Background: an optimization exercise with open tools, aiming at small area, a short achievable clock period and few clock cycles. Do not read the settings as production practice. The RTL was checked by simulation tests, not by an equivalence proof against the original design. Power is estimated from default activity; no workload was simulated.

===== flow/design.v =====
`default_nettype none
package imem_loader_pkg;
  localparam logic [15:0] HALT_INSTR = 16'hF000;
  typedef enum logic [2:0] {
    IDLE = 3'd0,
    HI   = 3'd1,
    LO   = 3'd2,
    WR   = 3'd3,
    CHK  = 3'd4,
    DONE = 3'd5
  } state_t;
endpackage
`default_nettype wire
`default_nettype none
module imem_ram #(
  parameter int DEPTH = 256,
  parameter int AW    = 8
) (
  input  logic          clk,
  input  logic          i_we,
  input  logic [AW-1:0] i_waddr,
  input  logic [15:0]   i_wdata,
  input  logic [AW-1:0] i_raddr,
  output logic [15:0]   o_rdata
);
  logic [15:0] r_mem [DEPTH];
  always_ff @(posedge clk) begin
    if (i_we) begin
      r_mem[i_waddr] <= i_wdata;
    end
  end
  assign o_rdata = r_mem[i_raddr];
endmodule
`default_nettype wire
`default_nettype none
module imem_loader #(
  parameter int DEPTH = 256,
  parameter int AW    = 8
) (
  input  logic          clk,
  input  logic          reset,
  input  logic          load_start,
  input  logic [AW-1:0] load_len,
  input  logic [7:0]    in_data,
  input  logic          in_valid,
  output logic          in_ready,
  input  logic [AW-1:0] pc,
  output logic [15:0]   ir,
  output logic          cpu_hold,
  output logic          done,
  output logic [AW-1:0] wr_addr,
  output logic          err
);
  imem_loader_pkg::state_t r_state;
  logic [AW-1:0] r_wr_addr;
  logic [AW-1:0] r_len;
  logic [7:0]    r_hi;
  logic [7:0]    r_lo;
  logic          r_in_ready;
  logic          r_cpu_hold;
  logic          r_done;
  logic [7:0]    r_sum;
  logic          r_err;
  logic          w_accept;
  logic          w_we;
  logic [AW-1:0] w_addr_inc;
  logic [15:0]   w_rdata;
  assign w_accept   = in_valid & r_in_ready;
  assign w_we       = (r_state == imem_loader_pkg::WR);
  assign w_addr_inc = r_wr_addr + 1'b1;
  always_ff @(posedge clk or posedge reset) begin
    if (reset) begin
      r_state    <= imem_loader_pkg::IDLE;
      r_wr_addr  <= '0;
      r_len      <= '0;
      r_hi       <= '0;
      r_lo       <= '0;
      r_in_ready <= 1'b0;
      r_cpu_hold <= 1'b0;
      r_done     <= 1'b0;
      r_sum      <= '0;
      r_err      <= 1'b0;
    end else begin
      r_done <= 1'b0;
      case (r_state)
        imem_loader_pkg::IDLE: begin
          if (load_start) begin
            r_cpu_hold <= 1'b1;
            r_wr_addr  <= '0;
            r_sum      <= '0;
            r_err      <= 1'b0;
            if (load_len != '0) begin
              r_len      <= load_len;
              r_state    <= imem_loader_pkg::HI;
              r_in_ready <= 1'b1;
            end else begin
              r_state    <= imem_loader_pkg::CHK;
              r_in_ready <= 1'b1;
            end
          end
        end
        imem_loader_pkg::HI: begin
          if (w_accept) begin
            r_hi    <= in_data;
            r_sum   <= r_sum + in_data;
            r_state <= imem_loader_pkg::LO;
          end
        end
        imem_loader_pkg::LO: begin
          if (w_accept) begin
            r_lo       <= in_data;
            r_sum      <= r_sum + in_data;
            r_state    <= imem_loader_pkg::WR;
            r_in_ready <= 1'b0;
          end
        end
        imem_loader_pkg::WR: begin
          r_wr_addr <= w_addr_inc;
          if (w_addr_inc == r_len) begin
            r_state    <= imem_loader_pkg::CHK;
            r_in_ready <= 1'b1;
          end else begin
            r_state    <= imem_loader_pkg::HI;
            r_in_ready <= 1'b1;
          end
        end
        imem_loader_pkg::CHK: begin
          if (w_accept) begin
            r_err      <= ((r_sum + in_data) != 8'd0);
            r_state    <= imem_loader_pkg::DONE;
            r_in_ready <= 1'b0;
            r_done     <= 1'b1;
          end
        end
        imem_loader_pkg::DONE: begin
          r_state    <= imem_loader_pkg::IDLE;
          r_cpu_hold <= 1'b0;
        end
        default: begin
          r_state    <= imem_loader_pkg::IDLE;
          r_in_ready <= 1'b0;
          r_cpu_hold <= 1'b0;
        end
      endcase
    end
  end
  imem_ram #(
    .DEPTH (DEPTH),
    .AW    (AW)
  ) u_ram (
    .clk     (clk),
    .i_we    (w_we),
    .i_waddr (r_wr_addr),
    .i_wdata ({r_hi, r_lo}),
    .i_raddr (pc),
    .o_rdata (w_rdata)
  );
  assign ir       = (r_state == imem_loader_pkg::IDLE) ? w_rdata : imem_loader_pkg::HALT_INSTR;
  assign in_ready = r_in_ready;
  assign cpu_hold = r_cpu_hold;
  assign done     = r_done;
  assign wr_addr  = r_wr_addr;
  assign err      = r_err;
endmodule
`default_nettype wire

===== flow/run.sh =====
#!/bin/bash
# synth_recipe.tcl (not shown) runs the flow's synth.tcl, then flattens the netlist and writes it again
# the make line also repeats each setting of config.mk as NAME=value (left out here)
make -C /OpenROAD-flow-scripts/flow DESIGN_CONFIG=/design/flow/config.mk WORK_HOME=/design/flow/orfs CLKGATE_MAP_FILE= SYNTH_SCRIPT=/design/flow/synth_recipe.tcl finish

===== flow/constraint.sdc =====
create_clock -name core_clock -period 10.0 [get_ports {clk}]
set_input_delay 2.0000 -clock core_clock [delete_from_list [all_inputs] [get_ports {clk}]]
set_output_delay 2.0000 -clock core_clock [all_outputs]
set_load 0.01 [all_outputs]

===== flow/config.mk =====
export PLATFORM = sky130hd
export DESIGN_NAME = imem_loader
export DESIGN_NICKNAME = imem_loader
export VERILOG_FILES = /design/flow/design.v
export SDC_FILE = /design/flow/constraint.sdc
export NUM_CORES = 4
export LEC_CHECK = 0
export CAP_MARGIN = 20
export CORE_MARGIN = 2
export CORE_UTILIZATION = 40
export SLEW_MARGIN = 20
export SYNTH_MEMORY_MAX_BITS = 8192

==> notes.md <==
[cell usage after synthesis, types with 63 or more instances]
cell	n
nand3_1	69
buf_2	113
o22ai_1	167
a211oi_1	95
nand2_1	136
clkbuf_1	186
edfxtp_1	4096
a22oi_1	223
mux4_2	889
buf_4	63
mux2i_1	256
nor2_1	294
[critical path: stages]
cell and delay [ps]:
clkdlybuf4s50_1 1030, and3b_1 470, buf_4 250, nand2_1 290, o22ai_1 140, a2111oi_0 550, clkbuf_1 220, nand4_1 460
o22ai_1 670, buf_4 220, clkdlybuf4s50_1 530
[worst paths after layout]
kind,endpoint
worst min register to register,r_sum[6]
min in group asynchronous,r_sum[5]
max in group asynchronous,r_hi[0]
worst min-delay path,r_sum[6]
worst max register to register,u_ram.r_mem[123][5]
worst max-delay path,ir[6]
[where the power goes]
group          leakage, nW  total [W]  switching [W]  internal, W
sequential            37.5     0.0226       0.000734       0.0218
combinational         12.4    0.00448        0.00359     0.000896
clock                 6.33     0.0151        0.00660      0.00847
total                 56.3     0.0421         0.0109       0.0312
[state kept, by name (all words and copies together), names as in the netlist]
signal,flops
r_done,1
r_wr_addr,8
r_cpu_hold,1
r_lo,8
r_sum,8
r_hi,8
r_in_ready,1
r_len,8
u_ram.r_mem,4096
r_state,3
r_err,1
[per-layer routing]
layer  GRT usage  share of wire  routed length [um]
met1       0.290           0.39              171000
met2       0.348           0.49              211000
met3      0.0344          0.080               34500
met4      0.0713          0.037               16200
met5           0        0.00018                  79
[stage by stage]
stage	cells	area, um^2	util	hold slack (ps)	worst slack (ps)
detailed placement	12400	167000	0.423	504	481
global route	13200	180000	0.456	547	1030
CTS	13200	180000	0.456	522	459
global placement	12400	167000	0.423	498	-533
finish	13200	180000	0.456	522	1140
floorplan	7143	159000	-	477	3820
[layout make-up]
cell class                      instances  area, um^2
Sequential cell                      4143      124000
Multi-Input combinational cell       2568       32400
Inverter                                8        31.3
Clock buffer                          502       10800
Fill cell                           32500      215000
Timing Repair Buffer                  485        4140
Tap cell                             5242        6560
Antenna cell                            9        22.5
Clock inverter                        250        2230
[cell families after synthesis]
| kind of cell | synth area share |
|---|---|
| multiplexers | 0.151 |
| flip-flops | 0.782 |
| adder cells (fa/ha/maj) | 0.000993 |
| AND/OR/NAND/NOR | 0.0177 |
| XOR/XNOR | 0.00105 |
| buffers and inverters | 0.0154 |
| AO/OA/AOI/OAI | 0.0315 |
==> notes.md <==
status=finished clean; Hold WC Path Type=reg2reg; top cell type's share of synthesized area=0.775; peak supply drop=0.280 mV; layout cells sized above 1=0.251; Vias/cell=5.91; Area Overhead vs Synth=13.7%; sequential fraction of the synthesis area=0.782; Syn Nets=7183; number of DRC markers in iteration 0=roughly 10000; YS warnings=2; Post-synth EDFFs=4096; first-pass GRT wire length=607000 um; Placeable Area=around 400000 um^2; Row Count=231; DRC Markers=0; Sink Count=4143; CTS tree=yes; part of the cycle the worst path needs=0.886; worst hold start=r_sum[6]; die width=634 um; asr flop ratio synth=0.0113; crit path kind=in2out; Max-cap violations=0; pwr/cell area=233 nW/um^2; IO buf count=55; WHS Path Cells=1; DR vias=78100; CTS clk-pin slew, worst paths=60 ps; largest net degree at the start of global routing=184; post-synth top area cell=edfxtp_1; RSZ-0062 raised after global routing=false; I/O Pins=56; Die ar.=~400000 um^2; number of H-tree levels=5; commonest non-fill, non-tap cell in the layout=edfxtp_1; Critical Path RT=8000 ps; antenna violations before repair=24; routed len/inst=32.7 um; Final setup viols=0; WL final=432000 um; total global-route track usage=0.212; Yosys reg bits=~4100; setup bufs post-CTS=0; DR pass1 iterations=5; post-DP HPWL=265000 um; most frequent cells in the layout=4096 x edfxtp_1, 889 x mux4_2, 419 x clkbuf_16, 403 x buf_4, 262 x nor2_1; CP arrival=6860 ps; clock skew=54.5 ps; Most used DFF post-synth=edfxtp_1; Tot Pwr=about 0.042 W; post-route ant nets=0; Worst setup SP type=input port; Fin Setup TNS=0 ps; Crit. Startpoint=pc[5]; Mapped Cells=7143; Period minus WS final=a little under 9000 ps; Area contributors post-synth=edfxtp_1 77%, mux4_2 13%, mux2i_1 1.6%, a22oi_1 1.1%, dfrtp_1 0.74%; vias in the first global route=78300; Slew headroom=0.185; cts hold-fix bufs=0; CP Capture Type=output pin; Worst-Margin Slew=about 1200 ps; CTS Root Cell=clkbuf_16; Pleak=56.3 nW; Final Hold Viols=0; Post-CTS Resized=0; Reg2Reg Setup Slack=5690 ps; GP Congestion=approximately 0.85; chip height=634 um; r2r startpoint=r_state[0]; Fmax achieved=around 0.11 GHz; CTS Buffer Depth=4; cells on worst reg2reg path=7; Clock Latency Late Sink=960 ps; Synth cell types=65; Max Slew Vio Count=0; Mean Syn Cell Area=~22 um^2; Syn Std Cell Area=approximately 160000 um^2; CP Max Fanout=17; nets=7658; CTS Buf Count=just over 400; total gr overflow=0; Initial Utilization=0.402
Testbench counts, summed over its fixed seeds: cycles 19,662.

[what the ideal ports hide]
The results above use ideal ports. As a check the final layout listed here was re-extracted and re-timed, cells and wires unchanged.
Step 1 sets driving cells, clkbuf_16 on the clock port and buf_2 on the other inputs (assumed; they add their load-dependent delay and slew).
Step 2 adds t to the input delays and takes it off the output delays; t is the mean of the earliest and latest rising clock arrival at the registers after step 1. Input paths then give back, and output paths get back, about the clock's delay inside the block.
Slacks: ideal / step 1 / step 2; pairs: ideal / step 1.
shift t [ns]: 1.050
setup slack, ns: 1.142 / 1.000 / 1.000
worst hold slack (ns): 0.522 / 0.522 / 0.522
worst setup path after step 2: input to output
cell pins on the clock port's net: 1
After both steps setup and hold are still met in this run. The setup slack of this run moves by -0.142 ns with the drivers and by -0.142 ns with both steps.
